This is an optimization exercise on Yosys and OpenROAD, whose aim is small area, a short achievable clock period and few clock cycles, not a production implementation.
Only simulation tests tie the RTL to the original design; equivalence was not proved.

--- flow/design.v ---
`timescale 1ns / 1ps
`default_nettype none
package pei_pkg;
	localparam int unsigned VEC_W   = 32;
	localparam int unsigned OP_W    = 2;
	localparam int unsigned AXIS_W  = 2;
	localparam int unsigned NUM_AX  = 3;
	localparam int unsigned PROD_W  = 64;
	localparam int unsigned FRAC_W  = 16;
	localparam int unsigned CFG_W   = 32;
	localparam int unsigned CFGA_W  = 2;
	localparam int unsigned S_DATA_W = 96;
	localparam int unsigned M_DATA_W = 192;
	localparam int unsigned USER_W  = 2;
	localparam logic [OP_W-1:0] OP_ADD_FORCE = 2'd0;
	localparam logic [OP_W-1:0] OP_STEP      = 2'd1;
	localparam logic [OP_W-1:0] OP_LOAD_POS  = 2'd2;
	localparam logic [OP_W-1:0] OP_LOAD_VEL  = 2'd3;
	localparam logic [CFGA_W-1:0] CFG_TIME_STEP = 2'd0;
	localparam logic [CFGA_W-1:0] CFG_DAMPING   = 2'd1;
	localparam logic [CFGA_W-1:0] CFG_INV_MASS  = 2'd2;
	localparam logic [CFGA_W-1:0] CFG_LIFETIME  = 2'd3;
	localparam logic [1:0] PH_ACCEL = 2'd0;   
	localparam logic [1:0] PH_KICK  = 2'd1;   
	localparam logic [1:0] PH_DAMP  = 2'd2;   
	localparam logic [1:0] PH_DRIFT = 2'd3;   
	localparam logic [15:0] RST_TIME_STEP = 16'd1092;
	localparam logic [16:0] RST_DAMPING   = 17'd65536;
	localparam logic [31:0] RST_INV_MASS  = 32'd65536;
	localparam logic [30:0] RST_LIFETIME  = 31'd6553600;
	typedef struct packed {
		logic              apply_op;   
		logic              issue;      
		logic [1:0]        phase;
		logic [AXIS_W-1:0] axis;
		logic              finish;     
		logic              load_out;   
	} pei_cmd_t;
	typedef struct packed {
		logic alive;
	} pei_sts_t;
endpackage
`default_nettype wire
`timescale 1ns / 1ps
`default_nettype none
import pei_pkg::*;
module pei_ctrl (
	input  wire logic            clk,
	input  wire logic            arst_n,
	input  wire logic            s_tvalid,
	output logic                 s_tready,
	input  wire logic [OP_W-1:0] s_op,
	input  wire logic            m_tready,
	output logic                 m_tvalid,
	input  pei_pkg::pei_sts_t        sts,
	output pei_pkg::pei_cmd_t        cmd
);
	localparam logic [1:0] ST_IDLE   = 2'd0;
	localparam logic [1:0] ST_STEP   = 2'd1;
	localparam logic [1:0] ST_FINISH = 2'd2;
	localparam logic [1:0] ST_DONE   = 2'd3;
	localparam logic [4:0] LAST_CNT = 5'd17;
	logic [1:0] state_q, state_nx;
	logic [4:0] cnt_q;
	logic       out_valid_q;
	logic       accept;
	assign s_tready = (state_q == ST_IDLE);
	assign accept   = s_tvalid && s_tready;
	assign m_tvalid = out_valid_q;
	always_comb begin
		cmd          = '0;
		state_nx     = state_q;
		cmd.phase    = cnt_q[3:2];
		cmd.axis     = cnt_q[1:0];
		case (state_q)
			ST_IDLE: begin
				if (accept) begin
					cmd.apply_op = 1'b1;
					if (s_op == OP_STEP && sts.alive)
						state_nx = ST_STEP;
					else
						state_nx = ST_DONE;
				end
			end
			ST_STEP: begin
				cmd.issue = !cnt_q[4] && (cnt_q[1:0] != 2'd3);
				if (cnt_q == LAST_CNT)
					state_nx = ST_FINISH;
			end
			ST_FINISH: begin
				cmd.finish = 1'b1;
				state_nx   = ST_DONE;
			end
			ST_DONE: begin
				if (!out_valid_q || m_tready) begin
					cmd.load_out = 1'b1;
					state_nx     = ST_IDLE;
				end
			end
			default: state_nx = ST_IDLE;
		endcase
	end
	always_ff @(posedge clk or negedge arst_n) begin
		if (!arst_n) begin
			state_q     <= ST_IDLE;
			cnt_q       <= '0;
			out_valid_q <= 1'b0;
		end else begin
			state_q <= state_nx;
			if (state_q == ST_STEP)
				cnt_q <= cnt_q + 5'd1;
			else
				cnt_q <= '0;
			if (cmd.load_out)
				out_valid_q <= 1'b1;
			else if (m_tready)
				out_valid_q <= 1'b0;
		end
	end
endmodule
`default_nettype wire
`timescale 1ns / 1ps
`default_nettype none
import pei_pkg::*;
module pei_dp (
	input  wire logic                clk,
	input  wire logic                arst_n,
	input  wire logic                cfg_we,
	input  wire logic [CFGA_W-1:0]   cfg_addr,
	input  wire logic [CFG_W-1:0]    cfg_wdata,
	input  wire logic [OP_W-1:0]     s_op,
	input  wire logic [S_DATA_W-1:0] s_tdata,
	input  pei_pkg::pei_cmd_t            cmd,
	output pei_pkg::pei_sts_t            sts,
	output logic [M_DATA_W-1:0]      m_tdata,
	output logic [USER_W-1:0]        m_tuser
);
	function automatic logic signed [31:0] sat_add32(input logic signed [31:0] a,
		input logic signed [31:0] b);
		logic signed [32:0] s;
		s = {a[31], a} + {b[31], b};
		if (s[32] != s[31])
			sat_add32 = s[32] ? 32'sh80000000 : 32'sh7fffffff;
		else
			sat_add32 = s[31:0];
	endfunction
	function automatic logic signed [31:0] qround(input logic [PROD_W-1:0] prod,
		input logic neg);
		logic [PROD_W-1:0] r;
		logic              big;
		r   = (prod + 64'd32768) >> FRAC_W;
		big = |r[47:31];
		if (neg)
			qround = big ? 32'sh80000000 : -$signed(r[31:0]);
		else
			qround = big ? 32'sh7fffffff : $signed(r[31:0]);
	endfunction
	logic [15:0] dt_q;
	logic [16:0] damp_q;
	logic [31:0] imass_q;
	logic [30:0] life_cfg_q;
	logic signed [31:0] pos_q [NUM_AX];
	logic signed [31:0] vel_q [NUM_AX];
	logic signed [31:0] frc_q [NUM_AX];
	logic signed [31:0] vec   [NUM_AX];
	logic signed [31:0] life_q;
	logic               alive_q;
	logic               v_s1, v_s2, v_s3;
	logic [1:0]         ph_s1, ph_s2, ph_s3;
	logic [AXIS_W-1:0]  ax_s1, ax_s2, ax_s3;
	logic [31:0]        mag_s1, mb_s1;
	logic               neg_s1, neg_s2;
	logic signed [31:0] add_s1, add_s2, add_s3;
	logic [PROD_W-1:0]  prod_s2;
	logic signed [31:0] q_s3;
	logic signed [31:0] op_a, op_add;
	logic [31:0]        op_b;
	logic signed [31:0] wb_sum;
	logic signed [32:0] life_diff;
	logic signed [31:0] life_nx;
	assign vec[0] = s_tdata[31:0];
	assign vec[1] = s_tdata[63:32];
	assign vec[2] = s_tdata[95:64];
	assign sts.alive = alive_q;
	always_ff @(posedge clk or negedge arst_n) begin
		if (!arst_n) begin
			dt_q       <= RST_TIME_STEP;
			damp_q     <= RST_DAMPING;
			imass_q    <= RST_INV_MASS;
			life_cfg_q <= RST_LIFETIME;
		end else if (cfg_we) begin
			case (cfg_addr)
				CFG_TIME_STEP: dt_q       <= cfg_wdata[15:0];
				CFG_DAMPING:   damp_q     <= cfg_wdata[16:0];
				CFG_INV_MASS:  imass_q    <= cfg_wdata;
				CFG_LIFETIME:  life_cfg_q <= cfg_wdata[30:0];
				default: ;
			endcase
		end
	end
	always_comb begin
		op_a   = frc_q[cmd.axis];
		op_b   = imass_q;
		op_add = vel_q[cmd.axis];
		case (cmd.phase)
			PH_ACCEL: begin
				op_a = frc_q[cmd.axis];
				op_b = imass_q;
			end
			PH_KICK: begin
				op_a = frc_q[cmd.axis];
				op_b = {16'd0, dt_q};
			end
			PH_DAMP: begin
				op_a = vel_q[cmd.axis];
				op_b = {15'd0, damp_q};
			end
			PH_DRIFT: begin
				op_a   = vel_q[cmd.axis];
				op_b   = {16'd0, dt_q};
				op_add = pos_q[cmd.axis];
			end
			default: ;
		endcase
	end
	always_ff @(posedge clk or negedge arst_n) begin
		if (!arst_n) begin
			v_s1 <= 1'b0;
			v_s2 <= 1'b0;
			v_s3 <= 1'b0;
		end else begin
			v_s1 <= cmd.issue;
			v_s2 <= v_s1;
			v_s3 <= v_s2;
		end
	end
	always_ff @(posedge clk) begin
		ph_s1   <= cmd.phase;
		ax_s1   <= cmd.axis;
		neg_s1  <= op_a[31];
		mag_s1  <= op_a[31] ? 32'(-op_a) : op_a;
		mb_s1   <= op_b;
		add_s1  <= op_add;
		ph_s2   <= ph_s1;
		ax_s2   <= ax_s1;
		neg_s2  <= neg_s1;
		prod_s2 <= {32'd0, mag_s1} * {32'd0, mb_s1};
		add_s2  <= add_s1;
		ph_s3   <= ph_s2;
		ax_s3   <= ax_s2;
		q_s3    <= qround(prod_s2, neg_s2);
		add_s3  <= add_s2;
	end
	assign wb_sum    = sat_add32(add_s3, q_s3);
	assign life_diff = {life_q[31], life_q} - $signed({17'd0, dt_q});
	assign life_nx   = (life_diff[32] != life_diff[31]) ? 32'sh80000000 : life_diff[31:0];
	always_ff @(posedge clk or negedge arst_n) begin
		if (!arst_n) begin
			for (int i = 0; i < NUM_AX; i++) begin
				pos_q[i] <= '0;
				vel_q[i] <= '0;
				frc_q[i] <= '0;
			end
			life_q  <= '0;
			alive_q <= 1'b0;
		end else begin
			if (cmd.apply_op) begin
				case (s_op)
					OP_ADD_FORCE: begin
						for (int i = 0; i < NUM_AX; i++)
							frc_q[i] <= sat_add32(frc_q[i], vec[i]);
					end
					OP_LOAD_POS: begin
						for (int i = 0; i < NUM_AX; i++) begin
							pos_q[i] <= vec[i];
							frc_q[i] <= '0;
						end
						life_q  <= {1'b0, life_cfg_q};
						alive_q <= 1'b1;
					end
					OP_LOAD_VEL: begin
						for (int i = 0; i < NUM_AX; i++)
							vel_q[i] <= vec[i];
					end
					default: ;
				endcase
			end
			if (v_s3) begin
				case (ph_s3)
					PH_ACCEL: frc_q[ax_s3] <= q_s3;
					PH_KICK:  vel_q[ax_s3] <= wb_sum;
					PH_DAMP:  vel_q[ax_s3] <= q_s3;
					PH_DRIFT: pos_q[ax_s3] <= wb_sum;
					default: ;
				endcase
			end
			if (cmd.finish) begin
				for (int i = 0; i < NUM_AX; i++)
					frc_q[i] <= '0;
				life_q  <= life_nx;
				alive_q <= (life_nx > 0);
			end
		end
	end
	always_ff @(posedge clk) begin
		if (cmd.load_out) begin
			m_tdata <= {vel_q[2], vel_q[1], vel_q[0], pos_q[2], pos_q[1], pos_q[0]};
			m_tuser <= {(pos_q[1][31] || (pos_q[1] == 0)), alive_q};
		end
	end
endmodule
`default_nettype wire
`timescale 1ns / 1ps
`default_nettype none
import pei_pkg::*;
module particle_euler_integrator (
	input  wire logic                clk,
	input  wire logic                arst_n,
	input  wire logic                cfg_we,
	input  wire logic [CFGA_W-1:0]   cfg_addr,    
	input  wire logic [CFG_W-1:0]    cfg_wdata,
	input  wire logic                s_tvalid,
	output logic                     s_tready,
	input  wire logic [S_DATA_W-1:0] s_tdata,     
	input  wire logic [USER_W-1:0]   s_tuser,     
	output logic                     m_tvalid,
	input  wire logic                m_tready,
	output logic [M_DATA_W-1:0]      m_tdata,     
	output logic [USER_W-1:0]        m_tuser      
);
	pei_pkg::pei_cmd_t cmd;
	pei_pkg::pei_sts_t sts;
	pei_ctrl u_ctrl (
		.clk      (clk),
		.arst_n   (arst_n),
		.s_tvalid (s_tvalid),
		.s_tready (s_tready),
		.s_op     (s_tuser),
		.m_tready (m_tready),
		.m_tvalid (m_tvalid),
		.sts      (sts),
		.cmd      (cmd)
	);
	pei_dp u_dp (
		.clk       (clk),
		.arst_n    (arst_n),
		.cfg_we    (cfg_we),
		.cfg_addr  (cfg_addr),
		.cfg_wdata (cfg_wdata),
		.s_op      (s_tuser),
		.s_tdata   (s_tdata),
		.cmd       (cmd),
		.sts       (sts),
		.m_tdata   (m_tdata),
		.m_tuser   (m_tuser)
	);
endmodule
`default_nettype wire
--- flow/constraint.sdc ---
create_clock -name core_clock -period 10.0 [get_ports {clk}]
set_input_delay 2.0000 -clock core_clock [delete_from_list [all_inputs] [get_ports {clk}]]
set_output_delay 2.0000 -clock core_clock [all_outputs]
set_load 0.01 [all_outputs]
--- flow/config.mk ---
export PLATFORM = sky130hd
export DESIGN_NAME = particle_euler_integrator
export DESIGN_NICKNAME = particle_euler_integrator
export VERILOG_FILES = /design/flow/design.v
export SDC_FILE = /design/flow/constraint.sdc
export NUM_CORES = 4
export LEC_CHECK = 0
export CAP_MARGIN = 20
export CORE_MARGIN = 2
export CORE_UTILIZATION = 40
export SLEW_MARGIN = 20
--- flow/run.sh ---
#!/bin/bash
# synth_recipe.tcl (not shown) runs the flow's synth.tcl, then flattens the netlist and writes it again
# the make line also repeats each setting of config.mk as NAME=value (left out here)
make -C /OpenROAD-flow-scripts/flow DESIGN_CONFIG=/design/flow/config.mk WORK_HOME=/design/flow/orfs CLKGATE_MAP_FILE= SYNTH_SCRIPT=/design/flow/synth_recipe.tcl finish
==> results.yml <==
status:
  status: "complete, no violations"
routing:
  antenna_left: 0
  firstDrtPassIters: 6
  drc: 0
  wl_mm: 271
  wire_per_inst_um: 24.8
  viasPerCell: 5.76
  vias: 63000
  drt_iter0_drc: 5989
logic_synthesis:
  ys_types: 107
  synthAdderAreaFrac_pct: 29.9
  netlist_instances: 8204
  synth_top_family_by_area: "adder cells"
  synth_compound_area_share_pct: 13.0
  synth_top_flop_cell: "dfrtp_1"
  synth.most_common_cell: "nand2_1"
  yosys.area_share.xor_xnor_pct: 2.87
  synth.area.top_cells: "fa_1, dfrtp_1, edfxtp_1, ha_1, dfxtp_1"
  synth_fp_nets: 9663
  synth_area_sq_um: 78100
  yosys_register_bits: 877
  ys_seq_area_share_pct: 27.7
  synthArstFlopShare_pct: 48.8
  synth-edff-count: 194
  synth_area_leader_cell: "fa_1"
  syn_avg_cell_area_sq_um: 9.52
  yosys.area_share.simple_pct: 15.4
  ys_warn_count: 6
  synth_top_area_share_pct: 23.1
  muxShareOfSynthArea_pct: 4.06
  yosys-top-cells-count: "nand2_1, inv_1, fa_1"
clock_tree:
  clkLatencyLatePin_ps: 770
  postCtsHoldBufs: 0
  clockBufferDepth: 3
  postCtsResizedCells: 0
  htree_levels: 3
  cts-root-buf: "clkbuf_16"
  post_cts_buffers: 0
  clk_pin_slew_ps: 60
  cts_tree: "built"
  clkSinkCount: 877
  cts-buffers-inserted: 97
worst_hold_path:
  min_path_cells: 0
  hp-start: "u_dp.add_s2[27]"
  holdPathEnd: "u_dp.add_s3[27]"
  worstHoldPathType: "reg -> reg"
global_routing:
  antenna_found_initial: 17
  grt-ovfl-total: 0
  grt_use_total_pct: 27.2
  first_global_vias: 64200
  grt_max_degree: 149
  grt_first_pass_wirelength_mm: 411
worst_setup_path:
  crit_family: "adder cells"
  crit_required_ps: 10610
  critPathArrivalTime_ps: 9180
  r2r_cells: 22
  critPathKind: "reg -> reg"
  r2r-start: "u_dp.mag_s1[13]"
  worst_path_most_repeated_cell: "fa_1"
  crit_fanout: 22
  worstSetupEndpointType: "register"
  start_kind: "register"
  critPathSlowestCell: "dfxtp_1"
  max_stage_delay_ps: 1040
  ff2ff_setup_slack_ps: 1430
  r2r-end: "u_dp.prod_s2[56]"
  path_cells: "buf_4, and2_1, fa_1, inv_1, fa_1, inv_1, fa_1, fa_1, fa_1, fa_1, fa_1, inv_1, fa_1, inv_1, ha_1, nand4_1, or4_1, o21ai_0, a21oi_1, o221ai_1, o21ai_0, xnor2_1"
  worst-path-buf-inv: 5
placed_design:
  dpl.cell_count: 10700
  pre_cts_slack_ps: 1270
  dp_hpwl_mm: 203
  gp_congestion: 0.963
  portBuffers: 332
  dpl-instance-area_sq_um: 84000
layout:
  final_cells: 10900
  drive_gt1_share_pct: 6.29
  final_nets: 9754
  fillerInstances: 18500
  area_growth_syn_to_layout_pct: 11.8
  fin_area_sq_um: 87300
floorplanning:
  ios: 333
  die_y_um: 446
  core-area_sq_um: 195000
  start_util_pct: 40.1
  row_count: 162
  die_w_um: 446
  dieArea_sq_um: 199000
sta:
  whs_ps: 323
  fin_crit_sh_pct: 85.7
  rsz0062_at_grt: "false"
  hold_viol_final: 0
  period_needed_ps: 8570
  setup_slack_ps: 1430
  tightest_slew_ps: 1210
  final_max_slew_viol_count: 0
  fmax_ghz: 0.117
  setup_viol: 0
  fin_setup_tns_ps: 0
  skew_ps: 55.5
  relSlewSlack_pct: 18.7
flow_run:
  drv_cap: 0
placed cells by master, fill, tap and decap left out, types with 142 or more instances in the layout:
cell type	count
nand2_1	1132
inv_1	929
fa_1	900
and2_1	628
dfrtp_1	419
ha_1	418
o21ai_0	401
a21oi_1	374
clkdlybuf4s50_1	330
nor2_1	294
dfxtp_1	241
edfxtp_1	194
xnor2_1	159
mux2i_1	148
buf_4	142
sequential cells by signal (all words and copies together), names as in the netlist, 5 cells and up:
| register | count |
|---|---|
| u_dp.vel_q | 96 |
| u_dp.life_cfg_q | 31 |
| u_ctrl.cnt_q | 5 |
| u_dp.damp_q | 17 |
| u_dp.mb_s1 | 32 |
| u_dp.add_s2 | 32 |
| u_dp.m_tdata | 192 |
| u_dp.q_s3 | 32 |
| u_dp.dt_q | 16 |
| u_dp.prod_s2 | 49 |
| u_dp.add_s1 | 32 |
| u_dp.add_s3 | 32 |
| u_dp.imass_q | 32 |
| u_dp.mag_s1 | 32 |
| u_dp.life_q | 32 |
| u_dp.pos_q | 96 |
| u_dp.frc_q | 96 |
worst max-delay path by stage:
stage | start | end | slack, ps | cells after the start
after global routing | u_dp.mag_s1[13] | u_dp.prod_s2[56] | 1120 | 22
after CTS | u_dp.mag_s1[16] | u_dp.prod_s2[56] | 1360 | 23
final | u_dp.mag_s1[13] | u_dp.prod_s2[56] | 1430 | 22
after floorplan | m_tready | u_dp.m_tdata[0] | 2900 | 2
after global placement | u_dp.mb_s1[8] | u_dp.prod_s2[62] | 1510 | 22
after detailed placement | u_dp.mag_s1[16] | u_dp.prod_s2[56] | 1270 | 23
kinds of logic after synthesis:
logic type / Yosys count
compound gates: 1557
fa+ha+maj: 1331
mux: 264
flops: 877
simple gates: 2502
buf+inv: 1418
xor+xnor: 255
per-stage QoR:
step	util, %
finish	44.9
global route	44.9
CTS	44.8
detailed placement	43.2
global placement	43.2
floorplan	-
routing by layer:
metal	vias up	global-route usage, %	share of wire (%)
met5	-	0	0.018
met4	8	11.4	4.6
met3	635	5.02	8.5
met2	2882	42.4	45
met1	32000	37.3	42
li1	27500	-	-
layout make-up:
type	instances	area (sq um)	area share [%]
tap	2542	3180	3.64
antenna	8	20.0	0.0229
clock buffer	125	2590	2.97
multi-input combinational	5909	51200	58.7
timing repair buffer	478	4460	5.11
clock inverter	59	653	0.748
sequential	877	21700	24.8
inverter	932	3500	4.01
Testbench counts, summed over its fixed seeds: cycles 42,071.

==> separate check: timing with driven ports <==
The flow's constraints put no driver on any port. The routed layout listed below was extracted and timed again, unchanged, in two steps.
Step 1 (the two cells are an assumption about what drives the block):
set clk [get_ports {clk}]
set_driving_cell -lib_cell sky130_fd_sc_hd__clkbuf_16 $clk
set_driving_cell -lib_cell sky130_fd_sc_hd__buf_2 [delete_from_list [all_inputs] $clk]
Step 2 times the ports against the registers' clock, not the clock port: input delays grow and output delays shrink by t, the midpoint of the rising clock arrivals with the driver on.
a / b / c = no drivers / after step 1 / after step 2; a / b = the first two.
t, ns: 0.822
slack for setup (ns): 1.432 / 1.432 / 1.432
clock arrival spread, ns: 0.060 / 0.061
slew at the worst register clock pin (ns): 0.07 / 0.07
worst slew at a driven data input, ns: 0.20
After both steps setup and hold are still met in this run. For this run, drivers alone change the setup slack by 0.000 ns; drivers and shift together by 0.000 ns.
